This design comes from an exercise in tuning for small area, a short achievable clock period and few clock cycles per item on the open sky130 flow, not from production work. Function was checked by simulation only, so behaviour that the tests miss may differ from the original.

==> flow/design.v (outline; a module is shown in full before it is edited, if it fits) <==
// module two_mul: 1844 lines
// module tracking_wheel_odometry: 545 lines
module tracking_wheel_odometry (
    input  logic        i_clk,
    input  logic        i_rst_n,
    input  logic        i_cfg_we,
    input  logic [1:0]  i_cfg_idx,
    input  logic [23:0] i_cfg_data,
    input  logic        i_in_valid,
    output logic        o_in_ready,
    input  logic [31:0] i_in_forward_wheel_angle,
    input  logic [31:0] i_in_side_wheel_angle,
    input  logic [31:0] i_in_unwrapped_rotation,
    input  logic [15:0] i_in_wrapped_heading,
    output logic        o_out_valid,
    input  logic        i_out_ready,
    output logic [39:0] o_out_pos_x,
    output logic [39:0] o_out_pos_y,
    output logic        o_out_primed
);
  // ...
==> flow/run.sh <==
#!/bin/bash
# synth_recipe.tcl (not shown) runs the flow's synth.tcl, then flattens the netlist and writes it again
# the make line also repeats each setting of config.mk as NAME=value (left out here)
make -C /OpenROAD-flow-scripts/flow DESIGN_CONFIG=/design/flow/config.mk WORK_HOME=/design/flow/orfs CLKGATE_MAP_FILE= SYNTH_SCRIPT=/design/flow/synth_recipe.tcl finish
==> flow/config.mk <==
export PLATFORM = sky130hd
export DESIGN_NAME = tracking_wheel_odometry
export DESIGN_NICKNAME = tracking_wheel_odometry
export VERILOG_FILES = /design/flow/design.v
export SDC_FILE = /design/flow/constraint.sdc
export NUM_CORES = 4
export LEC_CHECK = 0
export CAP_MARGIN = 20
export CORE_MARGIN = 2
export CORE_UTILIZATION = 55
export PLACE_DENSITY = 0.65
export SETUP_SLACK_MARGIN = 5
export SLEW_MARGIN = 20
==> flow/constraint.sdc <==
create_clock -name core_clock -period 10.0 [get_ports {i_clk}]
set_input_delay 2.0000 -clock core_clock [delete_from_list [all_inputs] [get_ports {i_clk}]]
set_output_delay 2.0000 -clock core_clock [all_outputs]
set_load 0.01 [all_outputs]
==> results_dict.tcl, run 1 <==
set metrics [dict create \
    status "complete, no violations" \
    tap_cells 2325 \
    critical_path.max_fanout 8 \
    min_period_ns 5.35 \
    synth_compound_area_frac 0.174 \
    drt-total-wl_mm 339 \
    wl_met2_mm 153 \
    highest_layer "met5" \
    synth.area.mux_share 0.0544 \
    dominant_cells "multi-input gates" \
    num-fill-cells 14800 \
    coreArea_mm2 0.174 \
    hold_path_class "flip-flop to flip-flop" \
    place.gp.congestion 0.964 \
    drt-wirelength-per-cell_um 26.1 \
    via_per_inst 6.33 \
    cap_violations 0 \
    antenna_found_initial 11 \
    r2r_start "r_y[19]" \
    seq_cells 1217 \
    synth_area_leaders "edfxtp_1, fa_1, dfxtp_1, nand2_1, ha_1" \
    first_pass_iters 9 \
    synth_cell_types 101 \
    yosysTopAreaCell "edfxtp_1" \
    seqCellArea_mm2 0.0322 \
    multi_input_area_mm2 0.0587 \
    fp.dieH_um 422 \
    rrSetupSlack_ns 4.65 \
    grt_pass1_vias 79500 \
    cts_buffers 145 \
    overflow 0 \
    cts_max_level 4 \
    clock_sinks 1217 \
]
Testbench counts, summed over its fixed seeds: cycles 12,848, items 512.
==> run 2: changes to the inputs <==
--- a/flow/design.v
+++ b/flow/design.v
@@ -1855,151 +1855,120 @@
     input  logic [31:0] i_in_unwrapped_rotation,
     input  logic [15:0] i_in_wrapped_heading,
     output logic        o_out_valid,
     input  logic        i_out_ready,
     output logic [39:0] o_out_pos_x,
     output logic [39:0] o_out_pos_y,
     output logic        o_out_primed
 );
-    localparam logic [4:0] LAST = 5'd24;
-    localparam logic [4:0] IDLE = 5'd25;
+    localparam logic [3:0] LAST = 4'd12;
+    localparam logic [3:0] IDLE = 4'd13;
     localparam logic [26:0] K1 = 27'd95950490;
     localparam logic [30:0] K2 = 31'd1686629713;
-    logic [4:0]  r_t;                     
-    logic [1:0]  r_qb;                    
-    logic        r_busya, r_busyb;        
+    logic [3:0]  r_t;                     
+    logic        r_busya, r_busym, r_busyb;  
+    logic        r_ua;                    
     logic        r_cfgm;                  
-    logic [3:0]  r_rf;                    
     logic        r_have;
+    logic        r_outv, r_outp;
+    logic        r_run;                   
+    logic [3:0]  r_rf;                    
     logic [50:0] r_fdk, r_sdk;            
     logic [54:0] r_fok, r_sok;            
     logic        r_fos, r_sos;            
-    logic [4:0]  r_ci;                    
-    logic [4:0]  r_cj;                    
-    logic        r_dn;                    
     logic [31:0] r_lf, r_ls, r_lr;
     logic [32:0] r_df, r_ds, r_dr;        
     logic [15:0] r_h;                     
-    logic [33:0] r_x, r_y;                
-    logic [28:0] r_z;
     logic [4:0]  r_d;                     
+    logic [1:0]  r_qb;                    
     logic [32:0] r_cm, r_sm;              
-    logic [44:0] r_dfm, r_dsm;            
-    logic [39:0] r_px, r_py;              
-    logic        r_outv, r_outp;
-    logic [47:0] r_w;                     
-    logic [54:0] m_a;
-    logic [10:0] m_dig;
-    logic        m_on, m_first, m_last, m_corr, m_cfg, m_neg, c_neg;
-    logic [2:0]  m_p, m_rc;
-    logic [55:0] m_s, m_c;
-    logic        m_cy;
-    logic        c_on, c_cfg, c_p32;
-    logic [2:0]  c_p;
-    logic [44:0] a_t;
-    logic        a_on, a_neg;
-    logic [2:0]  a_p;
-    logic        a_bx, a_by, a_bw, a_bf, a_bs;
-    logic        s_on, s_y;               
-    logic        g_on, g_s;               
+    logic [44:0] r_dfa, r_dsa;            
+    logic [43:0] r_dfm, r_dsm;            
+    logic        r_sdfm, r_sdsm;          
+    logic [43:0] r_dfb, r_dsb;            
     logic        r_sdf, r_sds;            
+    logic [39:0] r_px, r_py;              
     logic run, acc_in, roll, take, cfg_go, start, real_in, restart;
-    logic r_run;                          
-    logic [4:0] n_t;
-    logic n_busya, n_busyb, n_cfgm, n_outv, n_outp;
+    logic [3:0] n_t;
+    logic n_busya, n_busym, n_busyb, n_cfgm, n_outv, n_outp, n_ua;
+    logic pos_wr, n_pos_wr;               
     assign run        = r_run;
     assign roll       = (r_t == LAST) || (r_t == IDLE);
-    assign o_in_ready = r_have ? (roll && (r_rf == 4'd0)) : !r_outv;
+    assign o_in_ready = r_have ? (run && roll && (r_rf == 4'd0)) : !r_outv;
     assign acc_in     = i_in_valid && o_in_ready;
     assign real_in    = acc_in && r_have;
     assign take       = r_outv && i_out_ready;
-    assign cfg_go     = roll && (r_rf != 4'd0) && !i_cfg_we && !r_busya;
+    assign cfg_go     = roll && (r_rf != 4'd0) && !i_cfg_we && !r_busya && !r_busym;
     assign restart    = r_cfgm && i_cfg_we;   
-    assign start      = r_busya || real_in;
+    assign start      = r_busya || r_busym || real_in;
     always_comb begin
-        n_t = r_t; n_busya = r_busya; n_busyb = r_busyb; n_cfgm = r_cfgm;
+        n_t = r_t; n_busya = r_busya; n_busym = r_busym; n_busyb = r_busyb; n_cfgm = r_cfgm;
+        n_ua = r_ua;
         n_outv = r_outv; n_outp = r_outp;
         if (take) n_outv = 1'b0;
         if (acc_in && !r_have) begin
             n_outv = 1'b1;                        
             n_outp = 1'b0;
         end
         if (run) begin
             if (roll) begin
-                n_busyb = r_busya;
+                n_busyb = r_busym;
+                n_busym = r_busya;
                 n_busya = real_in;
+                n_ua    = !r_ua;
                 if (cfg_go) begin
                     n_cfgm = 1'b1;
-                    n_t    = 5'd0;
+                    n_t    = 4'd0;
                 end else if (start) begin
-                    n_t = 5'd0;
+                    n_t = 4'd0;
                 end else begin
                     n_t = IDLE;
                 end
             end else if (restart) begin
-                n_t = 5'd0;
-            end else if (r_cfgm && r_t == 5'd13) begin
+                n_t = 4'd0;
+            end else if (r_cfgm && r_t == 4'd7) begin
                 n_cfgm = 1'b0;
                 n_t    = IDLE;
             end else begin
-                n_t = r_t + 5'd1;
+                n_t = r_t + 4'd1;
             end
-            if (s_on && s_y && r_busyb) begin
+            if (pos_wr) begin
                 n_outv = 1'b1;                    
                 n_outp = 1'b1;
             end
         end
     end
     always_ff @(posedge i_clk) begin
         if (!i_rst_n) begin
             r_t     <= IDLE;
             r_busya <= 1'b0;
+            r_busym <= 1'b0;
             r_busyb <= 1'b0;
+            r_ua    <= 1'b0;
             r_cfgm  <= 1'b0;
             r_have  <= 1'b0;
             r_outv  <= 1'b0;
             r_outp  <= 1'b0;
             r_run   <= 1'b1;
         end else begin
             if (acc_in) r_have <= 1'b1;
             r_t     <= n_t;
             r_busya <= n_busya;
+            r_busym <= n_busym;
             r_busyb <= n_busyb;
+            r_ua    <= n_ua;
             r_cfgm  <= n_cfgm;
             r_outv  <= n_outv;
             r_outp  <= n_outp;
-            r_run   <= !((n_t == 5'd9) && n_busyb && n_outv && !n_cfgm);
-        end
-    end
-    always_ff @(posedge i_clk) begin
-        if (acc_in) begin
-            r_lf <= i_in_forward_wheel_angle;
-            r_ls <= i_in_side_wheel_angle;
-            r_lr <= i_in_unwrapped_rotation;
-            r_df <= {r_lf[31], r_lf};         
-            r_ds <= {r_ls[31], r_ls};
-            r_dr <= {r_lr[31], r_lr};
-            r_h  <= i_in_wrapped_heading;
-            r_d  <= dv;                       
-        end else if (r_t == 5'd0) begin
-            r_df <= {r_lf[31], r_lf} - r_df;
-            r_ds <= {r_ls[31], r_ls} - r_ds;
-            r_dr <= {r_lr[31], r_lr} - r_dr;
+            r_run   <= !(n_pos_wr && n_outv);
         end
     end
-    logic [31:0] z0, zc, z6w;
-    logic [28:0] zn;
-    logic [4:0]  dv;
-    logic        dc;
-    logic [33:0] tx, ty, xs, ys, xn, yn;
-    logic [4:0]  ci;
-    logic [27:0] ct;
-    logic [32:0] cu, cv;
     logic [13:0] hh;
+    logic [4:0]  dv;
     assign hh = i_in_wrapped_heading[13:0];
     logic [0:0] dc1;
     assign dc1[0] = (hh >= 14'd8192);
     logic dd1;
     assign dd1 = dc1[0];
     logic [1:0] dc2;
     assign dc2[0] = (hh >= 14'd3356);
     assign dc2[1] = (hh >= 14'd13029);
@@ -2038,16 +2007,30 @@
     assign dc5[11] = (hh >= 14'd14938);
     assign dc5[12] = (hh >= 14'd2749);
     assign dc5[13] = (hh >= 14'd12421);
     assign dc5[14] = (hh >= 14'd7860);
     assign dc5[15] = 1'b0;
     logic dd5;
     assign dd5 = dc5[{dd4, dd3, dd2, dd1}];
     assign dv = {dd5, dd4, dd3, dd2, dd1};
+    always_ff @(posedge i_clk) begin
+        if (acc_in) begin
+            r_lf <= i_in_forward_wheel_angle;
+            r_ls <= i_in_side_wheel_angle;
+            r_lr <= i_in_unwrapped_rotation;
+            r_df <= {i_in_forward_wheel_angle[31], i_in_forward_wheel_angle} - {r_lf[31], r_lf};
+            r_ds <= {i_in_side_wheel_angle[31], i_in_side_wheel_angle} - {r_ls[31], r_ls};
+            r_dr <= {i_in_unwrapped_rotation[31], i_in_unwrapped_rotation} - {r_lr[31], r_lr};
+            r_h  <= i_in_wrapped_heading;
+            r_d  <= dv;                       
+        end
+    end
+    logic [31:0] z0, zc, z6w;
+    logic [33:0] tx, ty;
     always_comb begin
         z0 = {2'b00, r_h[13:0], 16'd0};
         case (r_d)
             5'd0: zc = 32'hfa3ecb8f;
             5'd1: zc = 32'h2006d5cb;
             5'd2: zc = 32'h0e353c45;
             5'd3: zc = 32'h33fd4681;
             5'd4: zc = 32'h0460ef37;
@@ -2111,279 +2094,540 @@
             5'd26: begin tx = 34'h0dc0edad3; ty = 34'h082b9b591; end
             5'd27: begin tx = 34'h01b745872; ty = 34'h0fe7b4f32; end
             5'd28: begin tx = 34'h0f4eadd95; ty = 34'h04a5d6126; end
             5'd29: begin tx = 34'h057756a6e; ty = 34'h0f08d8526; end
             5'd30: begin tx = 34'h0b51bc2f9; ty = 34'h0b4df0948; end
             5'd31: begin tx = 34'h3dbf7d3f4; ty = 34'h0fd68d4bd; end
             default: begin tx = 'x; ty = 'x; end
         endcase
-        ci = r_ci;                        
-        case (ci)
-            5'd6: ct = 28'h0a2f61e;
-            5'd7: ct = 28'h0517c55;
-            5'd8: ct = 28'h028be53;
-            5'd9: ct = 28'h0145f2f;
-            5'd10: ct = 28'h00a2f98;
-            5'd11: ct = 28'h00517cc;
-            5'd12: ct = 28'h0028be6;
-            5'd13: ct = 28'h00145f3;
-            5'd14: ct = 28'h000a2fa;
-            5'd15: ct = 28'h000517d;
-            5'd16: ct = 28'h00028be;
-            5'd17: ct = 28'h000145f;
-            5'd18: ct = 28'h0000a30;
-            5'd19: ct = 28'h0000518;
-            5'd20: ct = 28'h000028c;
-            5'd21: ct = 28'h0000146;
-            5'd22: ct = 28'h00000a3;
-            5'd23: ct = 28'h0000051;
-            5'd24: ct = 28'h0000029;
-            5'd25: ct = 28'h0000014;
-            5'd26: ct = 28'h000000a;
-            5'd27: ct = 28'h0000005;
-            5'd28: ct = 28'h0000003;
-            5'd29: ct = 28'h0000001;
-            default: ct = 28'd0;
+    end
+    logic [33:0] r_x0, r_y0;
+    logic [28:0] r_z0;
+    logic [4:0]  r_ci0;                 
+    logic [4:0]  r_cj0;                 
+    logic        r_dn0;                 
+    logic [1:0]  r_q0;                  
+    logic [27:0] uct0;
+    logic        udc0, uld0, uit0;
+    logic [33:0] uxs0, uys0, uxn0, uyn0;
+    logic [28:0] uzn0;
+    logic [33:0] kx_s0, kx_t0, ky_s0, ky_t0;
+    always_comb begin
+        case (r_ci0)
+            5'd6: uct0 = 28'h0a2f61e;
+            5'd7: uct0 = 28'h0517c55;
+            5'd8: uct0 = 28'h028be53;
+            5'd9: uct0 = 28'h0145f2f;
+            5'd10: uct0 = 28'h00a2f98;
+            5'd11: uct0 = 28'h00517cc;
+            5'd12: uct0 = 28'h0028be6;
+            5'd13: uct0 = 28'h00145f3;
+            5'd14: uct0 = 28'h000a2fa;
+            5'd15: uct0 = 28'h000517d;
+            5'd16: uct0 = 28'h00028be;
+            5'd17: uct0 = 28'h000145f;
+            5'd18: uct0 = 28'h0000a30;
+            5'd19: uct0 = 28'h0000518;
+            5'd20: uct0 = 28'h000028c;
+            5'd21: uct0 = 28'h0000146;
+            5'd22: uct0 = 28'h00000a3;
+            5'd23: uct0 = 28'h0000051;
+            5'd24: uct0 = 28'h0000029;
+            5'd25: uct0 = 28'h0000014;
+            5'd26: uct0 = 28'h000000a;
+            5'd27: uct0 = 28'h0000005;
+            5'd28: uct0 = 28'h0000003;
+            5'd29: uct0 = 28'h0000001;
+            default: uct0 = 28'd0;
         endcase
-        dc = !r_z[28];
-        xs = $signed(r_x) >>> (~r_cj);
-        ys = $signed(r_y) >>> ci;
-        xn = r_x + (ys ^ {34{dc}}) + {33'd0, dc};
-        yn = r_y + (xs ^ {34{!r_dn}}) + {33'd0, !r_dn};
-        zn = dc ? r_z - ct : r_z + ct;
-        cu = (r_x[32] && (r_x[31:0] != 32'd0)) ? 33'h100000000 : r_x[32:0];
-        cv = (r_y[32] && (r_y[31:0] != 32'd0)) ? 33'h100000000 : r_y[32:0];
+        udc0 = !r_z0[28];
+        uxs0 = $signed(r_x0) >>> (~r_cj0);
+        uys0 = $signed(r_y0) >>> r_ci0;
+        uxn0 = kx_s0 ^ ({34{udc0}} & kx_t0);
+        uyn0 = ky_s0 ^ ({34{!r_dn0}} & ky_t0);
+        uzn0 = udc0 ? r_z0 - {1'b0, uct0} : r_z0 + {1'b0, uct0};
+        uld0 = (r_ua == 1'b0) && (r_t == 4'd0);
+        uit0 = (r_ua == 1'b0) ? (r_t >= 4'd1 && r_t <= 4'd12) : (r_t <= 4'd11);
     end
+    two_ks #(.W(34)) u_kx0 (.i_a(r_x0), .i_b(uys0 ^ {34{udc0}}), .o_s0(kx_s0), .o_t(kx_t0));
+    two_ks #(.W(34)) u_ky0 (.i_a(r_y0), .i_b(uxs0 ^ {34{!r_dn0}}), .o_s0(ky_s0), .o_t(ky_t0));
     always_ff @(posedge i_clk) begin
         if (run) begin
-            if (r_t == 5'd0) begin
-                r_x  <= tx;
-                r_y  <= ty;
-                r_z  <= z6w[28:0];
-                r_dn <= !z6w[28];
-                r_ci <= 5'd6;
-                r_cj <= ~5'd6;
-            end else if (r_t >= 5'd1 && r_t <= 5'd24) begin
-                r_x  <= xn;
-                r_y  <= yn;
-                r_z  <= zn;
-                r_dn <= !zn[28];
-                r_ci <= r_ci + 5'd1;
-                r_cj <= r_cj - 5'd1;
-            end
-            if (roll) r_qb <= r_h[15:14];
-            if (r_t == 5'd0) begin        
-                r_cm   <= r_qb[0] ? cv : cu;
-                r_sm   <= r_qb[0] ? cu : cv;
+            if (uld0) begin
+                r_x0  <= tx;
+                r_y0  <= ty;
+                r_z0  <= z6w[28:0];
+                r_dn0 <= !z6w[28];
+                r_ci0 <= 5'd6;
+                r_cj0 <= ~5'd6;
+                r_q0  <= r_h[15:14];
+            end else if (uit0) begin
+                r_x0  <= uxn0;
+                r_y0  <= uyn0;
+                r_z0  <= uzn0;
+                r_dn0 <= !uzn0[28];
+                r_ci0 <= r_ci0 + 5'd1;
+                r_cj0 <= r_cj0 - 5'd1;
             end
         end
     end
-    logic [2:0]  pp;
+    logic [33:0] r_x1, r_y1;
+    logic [28:0] r_z1;
+    logic [4:0]  r_ci1;                 
+    logic [4:0]  r_cj1;                 
+    logic        r_dn1;                 
+    logic [1:0]  r_q1;                  
+    logic [27:0] uct1;
+    logic        udc1, uld1, uit1;
+    logic [33:0] uxs1, uys1, uxn1, uyn1;
+    logic [28:0] uzn1;
+    logic [33:0] kx_s1, kx_t1, ky_s1, ky_t1;
+    always_comb begin
+        case (r_ci1)
+            5'd6: uct1 = 28'h0a2f61e;
+            5'd7: uct1 = 28'h0517c55;
+            5'd8: uct1 = 28'h028be53;
+            5'd9: uct1 = 28'h0145f2f;
+            5'd10: uct1 = 28'h00a2f98;
+            5'd11: uct1 = 28'h00517cc;
+            5'd12: uct1 = 28'h0028be6;
+            5'd13: uct1 = 28'h00145f3;
+            5'd14: uct1 = 28'h000a2fa;
+            5'd15: uct1 = 28'h000517d;
+            5'd16: uct1 = 28'h00028be;
+            5'd17: uct1 = 28'h000145f;
+            5'd18: uct1 = 28'h0000a30;
+            5'd19: uct1 = 28'h0000518;
+            5'd20: uct1 = 28'h000028c;
+            5'd21: uct1 = 28'h0000146;
+            5'd22: uct1 = 28'h00000a3;
+            5'd23: uct1 = 28'h0000051;
+            5'd24: uct1 = 28'h0000029;
+            5'd25: uct1 = 28'h0000014;
+            5'd26: uct1 = 28'h000000a;
+            5'd27: uct1 = 28'h0000005;
+            5'd28: uct1 = 28'h0000003;
+            5'd29: uct1 = 28'h0000001;
+            default: uct1 = 28'd0;
+        endcase
+        udc1 = !r_z1[28];
+        uxs1 = $signed(r_x1) >>> (~r_cj1);
+        uys1 = $signed(r_y1) >>> r_ci1;
+        uxn1 = kx_s1 ^ ({34{udc1}} & kx_t1);
+        uyn1 = ky_s1 ^ ({34{!r_dn1}} & ky_t1);
+        uzn1 = udc1 ? r_z1 - {1'b0, uct1} : r_z1 + {1'b0, uct1};
+        uld1 = (r_ua == 1'b1) && (r_t == 4'd0);
+        uit1 = (r_ua == 1'b1) ? (r_t >= 4'd1 && r_t <= 4'd12) : (r_t <= 4'd11);
+    end
+    two_ks #(.W(34)) u_kx1 (.i_a(r_x1), .i_b(uys1 ^ {34{udc1}}), .o_s0(kx_s1), .o_t(kx_t1));
+    two_ks #(.W(34)) u_ky1 (.i_a(r_y1), .i_b(uxs1 ^ {34{!r_dn1}}), .o_s0(ky_s1), .o_t(ky_t1));
+    always_ff @(posedge i_clk) begin
+        if (run) begin
+            if (uld1) begin
+                r_x1  <= tx;
+                r_y1  <= ty;
+                r_z1  <= z6w[28:0];
+                r_dn1 <= !z6w[28];
+                r_ci1 <= 5'd6;
+                r_cj1 <= ~5'd6;
+                r_q1  <= r_h[15:14];
+            end else if (uit1) begin
+                r_x1  <= uxn1;
+                r_y1  <= uyn1;
+                r_z1  <= uzn1;
+                r_dn1 <= !uzn1[28];
+                r_ci1 <= r_ci1 + 5'd1;
+                r_cj1 <= r_cj1 - 5'd1;
+            end
+        end
+    end
+    logic [33:0] ex_x, ex_y;
+    logic [1:0]  ex_q;
+    logic [32:0] cu, cv;
+    always_comb begin
+        ex_x = r_ua ? r_x1 : r_x0;
+        ex_y = r_ua ? r_y1 : r_y0;
+        ex_q = r_ua ? r_q1 : r_q0;
+        cu = (ex_x[32] && (ex_x[31:0] != 32'd0)) ? 33'h100000000 : ex_x[32:0];
+        cv = (ex_y[32] && (ex_y[31:0] != 32'd0)) ? 33'h100000000 : ex_y[32:0];
+    end
+    always_ff @(posedge i_clk) begin
+        if (run && r_t == 4'd0) begin     
+            r_cm <= ex_q[0] ? cv : cu;
+            r_sm <= ex_q[0] ? cu : cv;
+            r_qb <= ex_q;
+        end
+    end
+    logic [1:0]  pq;
     logic [1:0]  pk;
-    logic        pon;
-    logic [54:0] pa;
-    logic [32:0] pb;
-    logic        psb;
-    logic [2:0]  prc;
-    logic        pneg;                    
-    logic [44:0] dsel;
+    logic        pon0, pon1;
     always_comb begin
-        pon = 1'b0; pp = 3'd0; pk = 2'd0;
+        pq = 2'd0; pk = 2'd0; pon0 = 1'b0;
         case (r_t)
-            5'd0: begin pon = 1'b1; pp = 3'd0; pk = 2'd0; end
-            5'd1: begin pon = 1'b1; pp = 3'd0; pk = 2'd1; end
-            5'd2: begin pon = 1'b1; pp = 3'd0; pk = 2'd2; end
-            5'd3: begin pon = 1'b1; pp = 3'd1; pk = 2'd0; end
-            5'd4: begin pon = 1'b1; pp = 3'd1; pk = 2'd1; end
-            5'd5: begin pon = 1'b1; pp = 3'd1; pk = 2'd2; end
-            5'd6: begin pon = 1'b1; pp = 3'd2; pk = 2'd0; end
-            5'd7: begin pon = 1'b1; pp = 3'd2; pk = 2'd1; end
-            5'd8: begin pon = 1'b1; pp = 3'd2; pk = 2'd2; end
-            5'd9: begin pon = 1'b1; pp = 3'd3; pk = 2'd0; end
-            5'd10: begin pon = 1'b1; pp = 3'd3; pk = 2'd1; end
-            5'd11: begin pon = 1'b1; pp = 3'd3; pk = 2'd2; end
-            5'd12: begin pon = 1'b1; pp = 3'd4; pk = 2'd0; end
-            5'd13: begin pon = 1'b1; pp = 3'd4; pk = 2'd1; end
-            5'd14: begin pon = 1'b1; pp = 3'd4; pk = 2'd2; end
-            5'd15: begin pon = 1'b1; pp = 3'd5; pk = 2'd0; end
-            5'd16: begin pon = 1'b1; pp = 3'd5; pk = 2'd1; end
-            5'd17: begin pon = 1'b1; pp = 3'd5; pk = 2'd2; end
-            5'd18: begin pon = 1'b1; pp = 3'd6; pk = 2'd0; end
-            5'd19: begin pon = 1'b1; pp = 3'd6; pk = 2'd1; end
-            5'd20: begin pon = 1'b1; pp = 3'd6; pk = 2'd2; end
-            5'd21: begin pon = 1'b1; pp = 3'd7; pk = 2'd0; end
-            5'd22: begin pon = 1'b1; pp = 3'd7; pk = 2'd1; end
-            5'd23: begin pon = 1'b1; pp = 3'd7; pk = 2'd2; end
+            4'd0: begin pon0 = 1'b1; pq = 2'd0; pk = 2'd0; end
+            4'd1: begin pon0 = 1'b1; pq = 2'd0; pk = 2'd1; end
+            4'd2: begin pon0 = 1'b1; pq = 2'd0; pk = 2'd2; end
+            4'd3: begin pon0 = 1'b1; pq = 2'd1; pk = 2'd0; end
+            4'd4: begin pon0 = 1'b1; pq = 2'd1; pk = 2'd1; end
+            4'd5: begin pon0 = 1'b1; pq = 2'd1; pk = 2'd2; end
+            4'd6: begin pon0 = 1'b1; pq = 2'd2; pk = 2'd0; end
+            4'd7: begin pon0 = 1'b1; pq = 2'd2; pk = 2'd1; end
+            4'd8: begin pon0 = 1'b1; pq = 2'd2; pk = 2'd2; end
+            4'd9: begin pon0 = 1'b1; pq = 2'd3; pk = 2'd0; end
+            4'd10: begin pon0 = 1'b1; pq = 2'd3; pk = 2'd1; end
+            4'd11: begin pon0 = 1'b1; pq = 2'd3; pk = 2'd2; end
             default: ;
         endcase
-        if (r_cfgm && (pp[2] || !r_rf[{pp[0], pp[1]}])) pon = 1'b0;
-        if (restart) pon = 1'b0;
-        if (roll) pon = 1'b0;
-        dsel = pp[0] ? r_dsm : r_dfm;     
-        pa = '0; pb = '0; psb = 1'b0; prc = 3'b000; pneg = 1'b0;
+        pon1 = pon0;
+        if (r_cfgm && (pq[1] || !r_rf[{pq[0], 1'b0}])) pon0 = 1'b0;
+        if (r_cfgm && (pq[1] || !r_rf[{pq[0], 1'b1}])) pon1 = 1'b0;
+        if (restart) begin pon0 = 1'b0; pon1 = 1'b0; end
+    end
+    logic        negc, negs;
+    assign negc = r_qb[1] ^ r_qb[0];
+    assign negs = r_qb[1];
+    logic [54:0] m_a0;
+    logic [10:0] m_dig0;
+    logic        m_on0, m_first0, m_last0, m_corr0, m_cfg0, m_neg0, m_v0;
+    logic [1:0]  m_q0;
+    logic [2:0]  m_rc0;
+    logic [55:0] m_s0, m_c0;
+    logic        m_cy0;
+    logic        c_on0, c_cfg0, c_neg0, c_v0, c_p320;
+    logic [1:0]  c_q0;
+    logic [44:0] a_t0;
+    logic        a_on0, a_neg0, a_v0, a_b00, a_b10, a_b20, a_b30;
+    logic [1:0]  a_q0;
+    logic        s_on0, s_v0;
+    logic [47:0] w0;
+    logic [54:0] pa0;
+    logic [32:0] pb0, pbx0;
+    logic        psb0, pneg0;
+    logic [2:0]  prc0;
+    always_comb begin
+        pa0 = '0; pb0 = '0; psb0 = 1'b0; prc0 = 3'b000; pneg0 = 1'b0;
         if (r_cfgm) begin
-            case (pp[1:0])
-                2'd0: begin pa = 55'(K1); pb = 33'(r_fdk[23:0]); end
-                2'd1: begin pa = 55'(K2); pb = {{9{r_fok[23]}}, r_fok[23:0]}; psb = r_fok[23]; end
-                2'd2: begin pa = 55'(K1); pb = 33'(r_sdk[23:0]); end
-                default: begin pa = 55'(K2); pb = {{9{r_sok[23]}}, r_sok[23:0]}; psb = r_sok[23]; end
+            if (!pq[0]) begin pa0 = 55'(K1); pb0 = 33'(r_fdk[23:0]); end
+            else begin pa0 = 55'(K2); pb0 = {{9{r_fok[23]}}, r_fok[23:0]}; psb0 = r_fok[23]; end
+        end else begin
+            case (pq)
+                2'd0: begin pa0 = 55'(r_fdk); pb0 = r_df; psb0 = r_df[32]; prc0 = 3'b010; pneg0 = r_df[32]; end
+                2'd1: begin pa0 = r_fok; pb0 = r_dr; psb0 = r_dr[32]; prc0 = 3'b100; pneg0 = !(r_fos ^ r_dr[32]); end
+                2'd2: begin pa0 = 55'(r_dfb); pb0 = r_cm; prc0 = 3'b001; pneg0 = r_sdf ^ negc; end
+                default: begin pa0 = 55'(r_dsb); pb0 = r_sm; prc0 = 3'b001; pneg0 = !(r_sds ^ negs); end
             endcase
+        end
+        pbx0 = pb0 ^ {33{psb0}};
+    end
+    always_ff @(posedge i_clk) begin
+        if (!i_rst_n) begin
+            m_on0 <= 1'b0;
+            c_on0 <= 1'b0;
+            a_on0 <= 1'b0;
+            s_on0 <= 1'b0;
+        end else if (run) begin
+            m_on0 <= pon0;
+            c_on0 <= m_on0 && m_last0 && !restart;
+            a_on0 <= c_on0 && !c_cfg0;
+            s_on0 <= a_on0 && (a_q0 == 2'd3);
+        end
+    end
+    always_ff @(posedge i_clk) begin
+        if (run) begin
+            if (pk == 2'd0) begin
+                m_a0   <= pa0;
+                m_neg0 <= pneg0;
+                m_v0   <= r_busyb;
+            end
+            m_dig0   <= (pk == 2'd0) ? pbx0[10:0] : (pk == 2'd1) ? pbx0[21:11] : pbx0[32:22];
+            m_first0 <= (pk == 2'd0);
+            m_last0  <= (pk == 2'd2);
+            m_corr0  <= (pk == 2'd0) && psb0;
+            m_rc0    <= (pk == 2'd0) ? prc0 : 3'b000;
+            m_q0     <= pq;
+            m_cfg0   <= r_cfgm;
+        end
+    end
+    logic [55:0] rs0, rc0;
+    logic [66:0] to_s0, to_c0;
+    logic [11:0] lo0;
+    always_comb begin
+        rs0 = m_first0 ? (m_corr0 ? {1'b0, m_a0} : 56'd0) : m_s0;
+        rc0 = m_first0 ? ((56'(m_rc0[0]) << 31) | (56'(m_rc0[1]) << 39) | (56'(m_rc0[2]) << 43)) : m_c0;
+        lo0 = {1'b0, to_s0[10:0]} + {1'b0, to_c0[10:0]};
+    end
+    two_mul u_mul0 (
+        .i_a(m_a0), .i_dig(m_dig0), .i_rs(rs0), .i_rc(rc0), .i_cin(m_first0 ? 1'b0 : m_cy0),
+        .o_s(to_s0), .o_c(to_c0)
+    );
+    always_ff @(posedge i_clk) begin
+        if (run && m_on0) begin
+            m_s0  <= to_s0[66:11];
+            m_c0  <= to_c0[66:11];
+            m_cy0 <= lo0[11];
+            if (m_last0) begin
+                c_q0   <= m_q0;
+                c_cfg0 <= m_cfg0;
+                c_neg0 <= m_neg0;
+                c_v0   <= m_v0;
+                c_p320 <= lo0[10];
+            end
+        end
+    end
+    logic [55:0] hi0;
+    logic [44:0] ct0;
+    always_comb begin
+        hi0 = m_s0 + m_c0 + {55'd0, m_cy0};
+        case (c_q0)
+            2'd0:    ct0 = {2'b00, hi0[49:7]};
+            2'd1:    ct0 = {2'b00, hi0[53:11]};
+            default: ct0 = {hi0[43:0], c_p320};
+        endcase
+    end
+    always_ff @(posedge i_clk) begin
+        if (run && c_on0) begin
+            a_t0   <= ct0;
+            a_neg0 <= c_neg0;
+            a_q0   <= c_q0;
+            a_v0   <= c_v0;
+            a_b00  <= (c_q0 == 2'd0);
+            a_b10  <= (c_q0 == 2'd1);
+            a_b20  <= (c_q0 == 2'd2);
+            a_b30  <= (c_q0 == 2'd3);
+        end
+    end
+    logic [47:0] base0, asum0;
+    always_comb begin
+        base0 = ({48{a_b10}} & {{3{r_dfa[44]}}, r_dfa})
+                | ({48{a_b20}} & {{8{r_px[39]}}, r_px})
+                | ({48{a_b30}} & w0);
+        asum0 = base0 + ({3'd0, a_t0} ^ {48{a_neg0}}) + {47'd0, a_neg0};
+    end
+    always_ff @(posedge i_clk) begin
+        if (run) begin
+            if (a_on0 && !a_q0[1]) r_dfa <= asum0[44:0];
+            if (m_on0 && m_cfg0) w0[32:0] <= {lo0[10:0], w0[32:11]};
+            if (a_on0 && a_q0[1]) w0 <= asum0;
+            if (a_on0) s_v0 <= a_v0;
+        end
+    end
+    logic [54:0] m_a1;
+    logic [10:0] m_dig1;
+    logic        m_on1, m_first1, m_last1, m_corr1, m_cfg1, m_neg1, m_v1;
+    logic [1:0]  m_q1;
+    logic [2:0]  m_rc1;
+    logic [55:0] m_s1, m_c1;
+    logic        m_cy1;
+    logic        c_on1, c_cfg1, c_neg1, c_v1, c_p321;
+    logic [1:0]  c_q1;
+    logic [44:0] a_t1;
+    logic        a_on1, a_neg1, a_v1, a_b01, a_b11, a_b21, a_b31;
+    logic [1:0]  a_q1;
+    logic        s_on1, s_v1;
+    logic [47:0] w1;
+    logic [54:0] pa1;
+    logic [32:0] pb1, pbx1;
+    logic        psb1, pneg1;
+    logic [2:0]  prc1;
+    always_comb begin
+        pa1 = '0; pb1 = '0; psb1 = 1'b0; prc1 = 3'b000; pneg1 = 1'b0;
+        if (r_cfgm) begin
+            if (!pq[0]) begin pa1 = 55'(K1); pb1 = 33'(r_sdk[23:0]); end
+            else begin pa1 = 55'(K2); pb1 = {{9{r_sok[23]}}, r_sok[23:0]}; psb1 = r_sok[23]; end
         end else begin
-            case (pp)
-                3'd0: begin pa = 55'(dsel[43:0]); pb = (r_t == 5'd0) ? (r_qb[0] ? cv : cu) : r_cm; prc = 3'b001;
-                            pneg = r_sdf ^ r_qb[1] ^ r_qb[0]; end
-                3'd1: begin pa = 55'(dsel[43:0]); pb = r_sm; prc = 3'b001; pneg = !(r_sds ^ r_qb[1]); end
-                3'd2: begin pa = 55'(dsel[43:0]); pb = r_sm; prc = 3'b001; pneg = r_sdf ^ r_qb[1]; end
-                3'd3: begin pa = 55'(dsel[43:0]); pb = r_cm; prc = 3'b001; pneg = r_sds ^ r_qb[1] ^ r_qb[0]; end
-                3'd4: begin pa = 55'(r_fdk); pb = r_df; psb = r_df[32]; prc = 3'b010; pneg = r_df[32]; end
-                3'd5: begin pa = r_fok;      pb = r_dr; psb = r_dr[32]; prc = 3'b100; pneg = !(r_fos ^ r_dr[32]); end
-                3'd6: begin pa = 55'(r_sdk); pb = r_ds; psb = r_ds[32]; prc = 3'b010; pneg = r_ds[32]; end
-                default: begin pa = r_sok;   pb = r_dr; psb = r_dr[32]; prc = 3'b100; pneg = r_sos ^ r_dr[32]; end
+            case (pq)
+                2'd0: begin pa1 = 55'(r_sdk); pb1 = r_ds; psb1 = r_ds[32]; prc1 = 3'b010; pneg1 = r_ds[32]; end
+                2'd1: begin pa1 = r_sok; pb1 = r_dr; psb1 = r_dr[32]; prc1 = 3'b100; pneg1 = r_sos ^ r_dr[32]; end
+                2'd2: begin pa1 = 55'(r_dfb); pb1 = r_sm; prc1 = 3'b001; pneg1 = r_sdf ^ negs; end
+                default: begin pa1 = 55'(r_dsb); pb1 = r_cm; prc1 = 3'b001; pneg1 = r_sds ^ negc; end
             endcase
         end
+        pbx1 = pb1 ^ {33{psb1}};
     end
-    logic [32:0] pbx;
-    assign pbx = pb ^ {33{psb}};
     always_ff @(posedge i_clk) begin
         if (!i_rst_n) begin
-            m_on <= 1'b0;
-            c_on <= 1'b0;
-            a_on <= 1'b0;
-            s_on <= 1'b0;
-            g_on <= 1'b0;
+            m_on1 <= 1'b0;
+            c_on1 <= 1'b0;
+            a_on1 <= 1'b0;
+            s_on1 <= 1'b0;
         end else if (run) begin
-            m_on <= pon;
-            c_on <= m_on && m_last && !restart;
-            a_on <= c_on && !c_cfg;
-            s_on <= a_on && !a_p[2] && a_p[0];
-            s_y  <= a_p[1];
-            g_on <= a_on && a_p[2] && a_p[0];
-            g_s  <= a_p[1];
+            m_on1 <= pon1;
+            c_on1 <= m_on1 && m_last1 && !restart;
+            a_on1 <= c_on1 && !c_cfg1;
+            s_on1 <= a_on1 && (a_q1 == 2'd3);
         end
     end
     always_ff @(posedge i_clk) begin
         if (run) begin
-            if (pk == 2'd0) m_a <= pa;
-            m_dig   <= (pk == 2'd0) ? pbx[10:0] : (pk == 2'd1) ? pbx[21:11] : pbx[32:22];
-            m_first <= (pk == 2'd0);
-            m_last  <= (pk == 2'd2);
-            m_corr  <= (pk == 2'd0) && psb;
-            m_rc    <= (pk == 2'd0) ? prc : 3'b000;
-            m_p     <= pp;
-            if (pk == 2'd0) m_neg <= pneg;
-            m_cfg   <= r_cfgm;
-        end
-    end
-    logic [55:0] rs, rc;
-    logic [66:0] to_s, to_c;
-    logic [11:0] lo;
-    always_comb begin
-        rs = m_first ? (m_corr ? {1'b0, m_a} : 56'd0) : m_s;
-        rc = m_first ? ((56'(m_rc[0]) << 31) | (56'(m_rc[1]) << 39) | (56'(m_rc[2]) << 43)) : m_c;
-        lo = {1'b0, to_s[10:0]} + {1'b0, to_c[10:0]};
-    end
-    two_mul u_mul (
-        .i_a(m_a), .i_dig(m_dig), .i_rs(rs), .i_rc(rc), .i_cin(m_first ? 1'b0 : m_cy),
-        .o_s(to_s), .o_c(to_c)
+            if (pk == 2'd0) begin
+                m_a1   <= pa1;
+                m_neg1 <= pneg1;
+                m_v1   <= r_busyb;
+            end
+            m_dig1   <= (pk == 2'd0) ? pbx1[10:0] : (pk == 2'd1) ? pbx1[21:11] : pbx1[32:22];
+            m_first1 <= (pk == 2'd0);
+            m_last1  <= (pk == 2'd2);
+            m_corr1  <= (pk == 2'd0) && psb1;
+            m_rc1    <= (pk == 2'd0) ? prc1 : 3'b000;
+            m_q1     <= pq;
+            m_cfg1   <= r_cfgm;
+        end
+    end
+    logic [55:0] rs1, rc1;
+    logic [66:0] to_s1, to_c1;
+    logic [11:0] lo1;
+    always_comb begin
+        rs1 = m_first1 ? (m_corr1 ? {1'b0, m_a1} : 56'd0) : m_s1;
+        rc1 = m_first1 ? ((56'(m_rc1[0]) << 31) | (56'(m_rc1[1]) << 39) | (56'(m_rc1[2]) << 43)) : m_c1;
+        lo1 = {1'b0, to_s1[10:0]} + {1'b0, to_c1[10:0]};
+    end
+    two_mul u_mul1 (
+        .i_a(m_a1), .i_dig(m_dig1), .i_rs(rs1), .i_rc(rc1), .i_cin(m_first1 ? 1'b0 : m_cy1),
+        .o_s(to_s1), .o_c(to_c1)
     );
     always_ff @(posedge i_clk) begin
-        if (run && m_on) begin
-            m_s  <= to_s[66:11];
-            m_c  <= to_c[66:11];
-            m_cy <= lo[11];
-            if (m_last) begin
-                c_p   <= m_p;
-                c_neg <= m_neg;
-                c_cfg <= m_cfg;
-                c_p32 <= lo[10];
+        if (run && m_on1) begin
+            m_s1  <= to_s1[66:11];
+            m_c1  <= to_c1[66:11];
+            m_cy1 <= lo1[11];
+            if (m_last1) begin
+                c_q1   <= m_q1;
+                c_cfg1 <= m_cfg1;
+                c_neg1 <= m_neg1;
+                c_v1   <= m_v1;
+                c_p321 <= lo1[10];
             end
         end
     end
-    logic [55:0] hi;
-    logic [44:0] ct_sel;
-    logic        cneg;
-    always_comb begin
-        hi = m_s + m_c + {55'd0, m_cy};
-        case (c_p)
-            3'd0, 3'd1, 3'd2, 3'd3: ct_sel = {hi[43:0], c_p32};
-            3'd4, 3'd6:             ct_sel = {2'b00, hi[49:7]};
-            default:                ct_sel = {2'b00, hi[53:11]};
+    logic [55:0] hi1;
+    logic [44:0] ct1;
+    always_comb begin
+        hi1 = m_s1 + m_c1 + {55'd0, m_cy1};
+        case (c_q1)
+            2'd0:    ct1 = {2'b00, hi1[49:7]};
+            2'd1:    ct1 = {2'b00, hi1[53:11]};
+            default: ct1 = {hi1[43:0], c_p321};
         endcase
-        cneg = c_neg;
     end
     always_ff @(posedge i_clk) begin
-        if (run && c_on) begin
-            a_t   <= ct_sel;
-            a_neg <= cneg;
-            a_p   <= c_p;
-            a_bx  <= (c_p == 3'd0);
-            a_by  <= (c_p == 3'd2);
-            a_bw  <= (c_p == 3'd1) || (c_p == 3'd3);
-            a_bf  <= (c_p == 3'd5);
-            a_bs  <= (c_p == 3'd7);
+        if (run && c_on1) begin
+            a_t1   <= ct1;
+            a_neg1 <= c_neg1;
+            a_q1   <= c_q1;
+            a_v1   <= c_v1;
+            a_b01  <= (c_q1 == 2'd0);
+            a_b11  <= (c_q1 == 2'd1);
+            a_b21  <= (c_q1 == 2'd2);
+            a_b31  <= (c_q1 == 2'd3);
+        end
+    end
+    logic [47:0] base1, asum1;
+    always_comb begin
+        base1 = ({48{a_b11}} & {{3{r_dsa[44]}}, r_dsa})
+                | ({48{a_b21}} & {{8{r_py[39]}}, r_py})
+                | ({48{a_b31}} & w1);
+        asum1 = base1 + ({3'd0, a_t1} ^ {48{a_neg1}}) + {47'd0, a_neg1};
+    end
+    always_ff @(posedge i_clk) begin
+        if (run) begin
+            if (a_on1 && !a_q1[1]) r_dsa <= asum1[44:0];
+            if (m_on1 && m_cfg1) w1[32:0] <= {lo1[10:0], w1[32:11]};
+            if (a_on1 && a_q1[1]) w1 <= asum1;
+            if (a_on1) s_v1 <= a_v1;
+        end
+    end
+    logic [44:0] gaf, gas;
+    assign gaf = r_dfa[44] ? 45'd0 - r_dfa : r_dfa;
+    assign gas = r_dsa[44] ? 45'd0 - r_dsa : r_dsa;
+    always_ff @(posedge i_clk) begin
+        if (run && r_t == 4'd10 && !r_cfgm) begin
+            r_dfm  <= gaf[43:0];
+            r_sdfm <= r_dfa[44];
+            r_dsm  <= gas[43:0];
+            r_sdsm <= r_dsa[44];
+            r_dfb  <= r_dfm;
+            r_sdf  <= r_sdfm;
+            r_dsb  <= r_dsm;
+            r_sds  <= r_sdsm;
+        end
+    end
+    assign pos_wr   = s_on0 && s_v0;
+    assign n_pos_wr = run ? (a_on0 && a_q0 == 2'd3 && a_v0) : pos_wr;
+    logic [39:0] sat0, sat1;
+    assign sat0 = (w0[47:39] != {9{w0[47]}}) ? (w0[47] ? 40'h8000000000 : 40'h7fffffffff) : w0[39:0];
+    assign sat1 = (w1[47:39] != {9{w1[47]}}) ? (w1[47] ? 40'h8000000000 : 40'h7fffffffff) : w1[39:0];
+    always_ff @(posedge i_clk) begin
+        if (!i_rst_n) begin
+            r_px <= 40'd0;
+            r_py <= 40'd0;
+        end else if (run && pos_wr) begin
+            r_px <= sat0;
+            r_py <= sat1;
         end
     end
     always_ff @(posedge i_clk) begin
         if (!i_rst_n) begin
             r_fdk <= 51'(64'd17292581109760);
             r_sdk <= 51'(64'd17292581109760);
             r_fok <= 55'd0;
             r_sok <= 55'd0;
             r_fos <= 1'b0;
             r_sos <= 1'b0;
             r_rf  <= 4'd0;
         end else begin
-            if (run && c_on && c_cfg) begin
-                case (c_p[1:0])
-                    2'd0: begin r_fdk <= {hi[17:0], r_w[32:0]}; r_rf[0] <= 1'b0; end
-                    2'd1: begin r_fok <= {hi[21:0], r_w[32:0]}; r_rf[2] <= 1'b0; end
-                    2'd2: begin r_sdk <= {hi[17:0], r_w[32:0]}; r_rf[1] <= 1'b0; end
-                    default: begin r_sok <= {hi[21:0], r_w[32:0]}; r_rf[3] <= 1'b0; end
-                endcase
+            if (run && c_on0 && c_cfg0) begin
+                if (!c_q0[0]) begin r_fdk <= {hi0[17:0], w0[32:0]}; r_rf[0] <= 1'b0; end
+                else          begin r_fok <= {hi0[21:0], w0[32:0]}; r_rf[2] <= 1'b0; end
+            end
+            if (run && c_on1 && c_cfg1) begin
+                if (!c_q1[0]) begin r_sdk <= {hi1[17:0], w1[32:0]}; r_rf[1] <= 1'b0; end
+                else          begin r_sok <= {hi1[21:0], w1[32:0]}; r_rf[3] <= 1'b0; end
             end
             if (i_cfg_we) begin
                 r_rf[i_cfg_idx] <= 1'b1;
                 case (i_cfg_idx)
                     2'd0: r_fdk <= 51'(i_cfg_data);
                     2'd1: r_sdk <= 51'(i_cfg_data);
                     2'd2: begin r_fok <= 55'(i_cfg_data); r_fos <= i_cfg_data[23]; end
                     default: begin r_sok <= 55'(i_cfg_data); r_sos <= i_cfg_data[23]; end
                 endcase
             end
         end
     end
-    logic [47:0] base, asum;
-    logic [39:0] wsat;
-    logic [44:0] gsel, gabs;
-    always_comb begin
-        base = ({48{a_bx}} & {{8{r_px[39]}}, r_px}) | ({48{a_by}} & {{8{r_py[39]}}, r_py})
-             | ({48{a_bw}} & r_w) | ({48{a_bf}} & {{3{r_dfm[44]}}, r_dfm})
-             | ({48{a_bs}} & {{3{r_dsm[44]}}, r_dsm});
-        asum = base + ({3'd0, a_t} ^ {48{a_neg}}) + {47'd0, a_neg};
-        wsat = (r_w[47:39] != {9{r_w[47]}}) ? (r_w[47] ? 40'h8000000000 : 40'h7fffffffff) : r_w[39:0];
-        gsel = g_s ? r_dsm : r_dfm;
-        gabs = gsel[44] ? 45'd0 - gsel : gsel;
-    end
-    always_ff @(posedge i_clk) begin
-        if (!i_rst_n) begin
-            r_px <= 40'd0;
-            r_py <= 40'd0;
-        end else if (run && s_on && r_busyb) begin
-            if (s_y) r_py <= wsat;
-            else     r_px <= wsat;
-        end
-    end
-    always_ff @(posedge i_clk) begin
-        if (run) begin
-            if (a_on && a_p[2] && !a_p[1]) r_dfm <= asum[44:0];
-            if (a_on && a_p[2] && a_p[1])  r_dsm <= asum[44:0];
-            if (g_on && !g_s) begin r_dfm <= gabs; r_sdf <= r_dfm[44]; end
-            if (g_on && g_s)  begin r_dsm <= gabs; r_sds <= r_dsm[44]; end
-            if (m_on && m_cfg) r_w[32:0] <= {lo[10:0], r_w[32:11]};
-            if (a_on && !a_p[2]) r_w <= asum;
-        end
-    end
     assign o_out_valid  = r_outv;
     assign o_out_pos_x  = r_px;
     assign o_out_pos_y  = r_py;
     assign o_out_primed = r_outp;
 endmodule
+module two_ks #(
+    parameter int W = 34
+) (
+    input  logic [W-1:0] i_a,
+    input  logic [W-1:0] i_b,
+    output logic [W-1:0] o_s0,
+    output logic [W-1:0] o_t
+);
+    localparam int L = $clog2(W);
+    logic [W-1:0] g [0:L];
+    logic [W-1:0] p [0:L];
+    always_comb begin
+        g[0] = i_a & i_b;
+        p[0] = i_a ^ i_b;
+        for (int l = 0; l < L; l++) begin
+            for (int k = 0; k < W; k++) begin
+                if (k >= (1 << l)) begin
+                    g[l + 1][k] = g[l][k] | (p[l][k] & g[l][k - (1 << l)]);
+                    p[l + 1][k] = p[l][k] & p[l][k - (1 << l)];
+                end else begin
+                    g[l + 1][k] = g[l][k];
+                    p[l + 1][k] = p[l][k];
+                end
+            end
+        end
+        o_s0[0] = p[0][0];
+        o_t[0]  = 1'b1;
+        for (int k = 1; k < W; k++) begin
+            o_s0[k] = p[0][k] ^ g[L][k - 1];
+            o_t[k]  = !g[L][k - 1] && p[L][k - 1];
+        end
+    end
+endmodule
==> flow/config.mk (replaced) <==
export PLATFORM = sky130hd
export DESIGN_NAME = tracking_wheel_odometry
export DESIGN_NICKNAME = tracking_wheel_odometry
export VERILOG_FILES = /design/flow/design.v
export SDC_FILE = /design/flow/constraint.sdc
export NUM_CORES = 4
export LEC_CHECK = 0
export CAP_MARGIN = 20
export CORE_MARGIN = 2
export CORE_UTILIZATION = 40
export SETUP_SLACK_MARGIN = 5
export SLEW_MARGIN = 20
==> run 2 against run 1 <==
Compared with the run above:
- still clean on timing, DRC and antenna
- hold slack got worse by 0.094 ns
- sequential share of layout area shrank 0.56 points
- synthesized cell count rose by 50%
==> results_dict.tcl, run 2 <==
set metrics [dict create \
    synth_warnings 4 \
    coreArea_mm2 0.376 \
    rows 225 \
    cap_violations 0 \
    hold_path_class "flip-flop to flip-flop" \
    grt_pass1_wl_mm 804 \
    yosysTopAreaCellShare 0.268 \
    synth_edf_count 1348 \
    remaining_drc_errors 0 \
    synth.area.mux_share 0.0583 \
    clockBufferDepth 4 \
    max_slew_margin 0.173 \
    rsz0062_at_grt "yes" \
    vias 122000 \
    post-route-period-util 0.514 \
    overflow 0 \
    cts_max_level 4 \
    syn_to_final_growth_pct 12.0 \
    tightest_slew_ns 1.23 \
    cts.clk_slew.worst_paths_ns 0.07 \
    final_max_slew_viol_count 0 \
    ys_ff_latch 1812 \
    cp.arrival_ns 5.82 \
    dp_cells 20300 \
    via_per_inst 5.81 \
    synth_flop_cell "edfxtp_1" \
    synth_cell_types 87 \
    min_period_ns 5.14 \
    synthAdderAreaFrac 0.207 \
    start_util 0.402 \
    cp_cell_sequence "mux4_2 > mux2i_1 > nand2_1 > o211ai_1 > o21ai_1 > xnor2_1 > ha_1 > a21oi_2 > nand2_1 > or4_4 > o211ai_1 > o211a_1 > nor3_2 > o41a_1 > or2_4 > a31o_4 > nor4_2 > nor3_1" \
    antenna_left 0 \
    maxClockFrequency_mhz 195 \
    clock_sinks 1812 \
    fin_util 0.450 \
    synth_top_cells_by_count "nand2_1, inv_1, edfxtp_1, fa_1, a21oi_1" \
    cp.required_ns 10.69 \
    avgSynthCellArea_um2 9.53 \
    nets 17700 \
    finClkSkew_ns 0.118 \
    status "complete, no violations" \
    synth_xor_area_frac 0.0490 \
    dp.final_hpwl_mm 402 \
    synth_top_family_by_area "adder cells" \
    fp.dieH_um 619 \
    drive_above_1_share 0.0897 \
    cpPeakStageDelay_ns 0.67 \
    yosysSeqAreaShare 0.329 \
    mostFrequentLayoutCells "nand2_1, inv_1, edfxtp_1" \
    grt_usage 0.283 \
    ios 226 \
    place.gp.congestion 0.979 \
    antenna_found_initial 25 \
    seqCellArea_mm2 0.0498 \
    netlist_area_mm2 0.151 \
    path_delay_family "compound AO/OA/AOI/OAI gates" \
    hold_viol 0 \
    critPathLaunchType "flip-flop" \
    syn-instance-count 15900 \
    clkLatencyLatePin_ns 0.99 \
    drt_iter0_markers 14100 \
    cts_buffers 218 \
    crit_slowest_cell "edfxtp_1" \
    grt_pass1_vias 117000 \
    syn_nets 17800 \
    io_buffers 225 \
    drt-wirelength-per-cell_um 26.5 \
    grt_max_degree 150 \
    place_ws_ns 2.67 \
    rrSetupSlack_ns 4.86 \
    worst-path-buf-inv 0 \
    synth_compound_area_frac 0.143 \
    path_class "flip-flop to flip-flop" \
    die_w_um 619 \
    yosysTopAreaCell "edfxtp_1" \
    cts_tree "done" \
    yosys.area_share.simple 0.148 \
    final_cells 21000 \
    setup_ws_ns 4.86 \
    async_reset_ff_frac 0 \
    die_area_mm2 0.383 \
    critical_path.max_fanout 7 \
    cp-end-kind "flip-flop" \
    cts-root-buf "clkbuf_16" \
    setup_viol 0 \
    first_pass_iters 11 \
    drt-total-wl_mm 557 \
    final_common_cell "nand2_1" \
    num-fill-cells 36200 \
    multi_input_area_mm2 0.0932 \
    synth.most_common_cell "nand2_1" \
    synth_area_leaders "edfxtp_1, fa_1, dfxtp_1, ha_1, nand2_1" \
    tns_ns 0 \
]
[run 2: changes by cell type after synthesis, moves of 237 or more]
cell,before,now
inv_1,849,1668
edfxtp_1,779,1348
a21oi_1,775,1099
fa_1,595,1186
nand2_1,1383,1768
and2_1,539,913
clkbuf_1,568,829
ha_1,369,606
[run 2: layout make-up]
class	count	area share
antenna	12	0.000177
multi-input combinational	11500	0.550
tap	4994	0.0369
clock inverter	134	0.00979
sequential	1812	0.294
timing repair buffer	632	0.0362
inverter	1680	0.0376
timing repair inverter	7	0.000295
clock buffer	276	0.0351
[run 2: metrics by stage]
stage / hold WS (ns) / instance area (um^2)
after CTS: 0.322 / 167000
after detailed placement: 0.405 / 158000
final: 0.325 / 169000
after floorplan: 0.400 / 151000
after global placement: 0.403 / 158000
after global routing: 0.336 / 169000
[run 2: worst paths after layout]
path,start,to,cells past startpoint
worst max register to register,r_x1[15],r_y1[30],18
worst min register to register,r_dsm[17],r_dsb[17],0
worst max-delay path,r_x1[15],r_y1[30],18
worst min-delay path,r_dsm[17],r_dsb[17],0
[run 2: logic make-up (layout without fill, tap and decap cells)]
logic type / count (synthesis) / in the layout
AOI/OAI and AO/OA: 3453 / 3458
adders and majority gates: 1792 / 1792
buffers and inverters: 2628 / 2729
and+or+nand+nor: 4674 / 4676
xor gates and xnor gates: 847 / 847
muxes: 678 / 678
DFF: 1812 / 1812
other: 0 / 12
[run 2: routing by layer]
| metal | vias to the layer above | global-route usage | part of all wire |
|---|---|---|---|
| met4 | 6 | 0.157 | 0.067 |
| met3 | 1198 | 0.0451 | 0.089 |
| met1 | 60700 | 0.376 | 0.40 |
| li1 | 54200 | - | - |
| met2 | 5953 | 0.440 | 0.45 |
| met5 | - | 0 | 0.000070 |
[run 2: timing repair]
| item | CTS | global route |
|---|---|---|
| setup endpoints to repair | 270 | 173 |
| gates cloned | 15 | 19 |
| hold buffers | 0 | 0 |
| buffers inserted | 66 | 143 |
| pin swaps | 36 | 89 |
| gates resized for setup | 169 | 261 |
Testbench counts of run 2, summed over its fixed seeds: cycles 6,856, items 512.

port drivers added, routing unchanged:
Ports are ideal in the flow. The routed layouts listed here were re-timed in OpenROAD.
Step 1 assumes that a clkbuf_16 drives the clock port and a buf_2 every other input.
Step 2 also shifts input and output timing later by t, the mid clock arrival at the registers, as if the neighbouring blocks saw the same clock.
a / b / c = no drivers / after step 1 / after step 2; a / b = the first two.
run | t, ns | setup slack, ns | worst hold slack (ns) | worst setup path after step 2
run 1 | 0.883 | 4.654 / 4.654 / 4.235 | 0.419 / 0.419 / 0.419 | input to register
run 2 | 1.038 | 4.864 / 4.864 / 4.101 | 0.325 / 0.325 / 0.325 | input to register
After both steps every run listed still meets setup and hold. The setup slack of run 2, which loses most, moves by 0.000 ns with the drivers and by -0.763 ns with both steps.
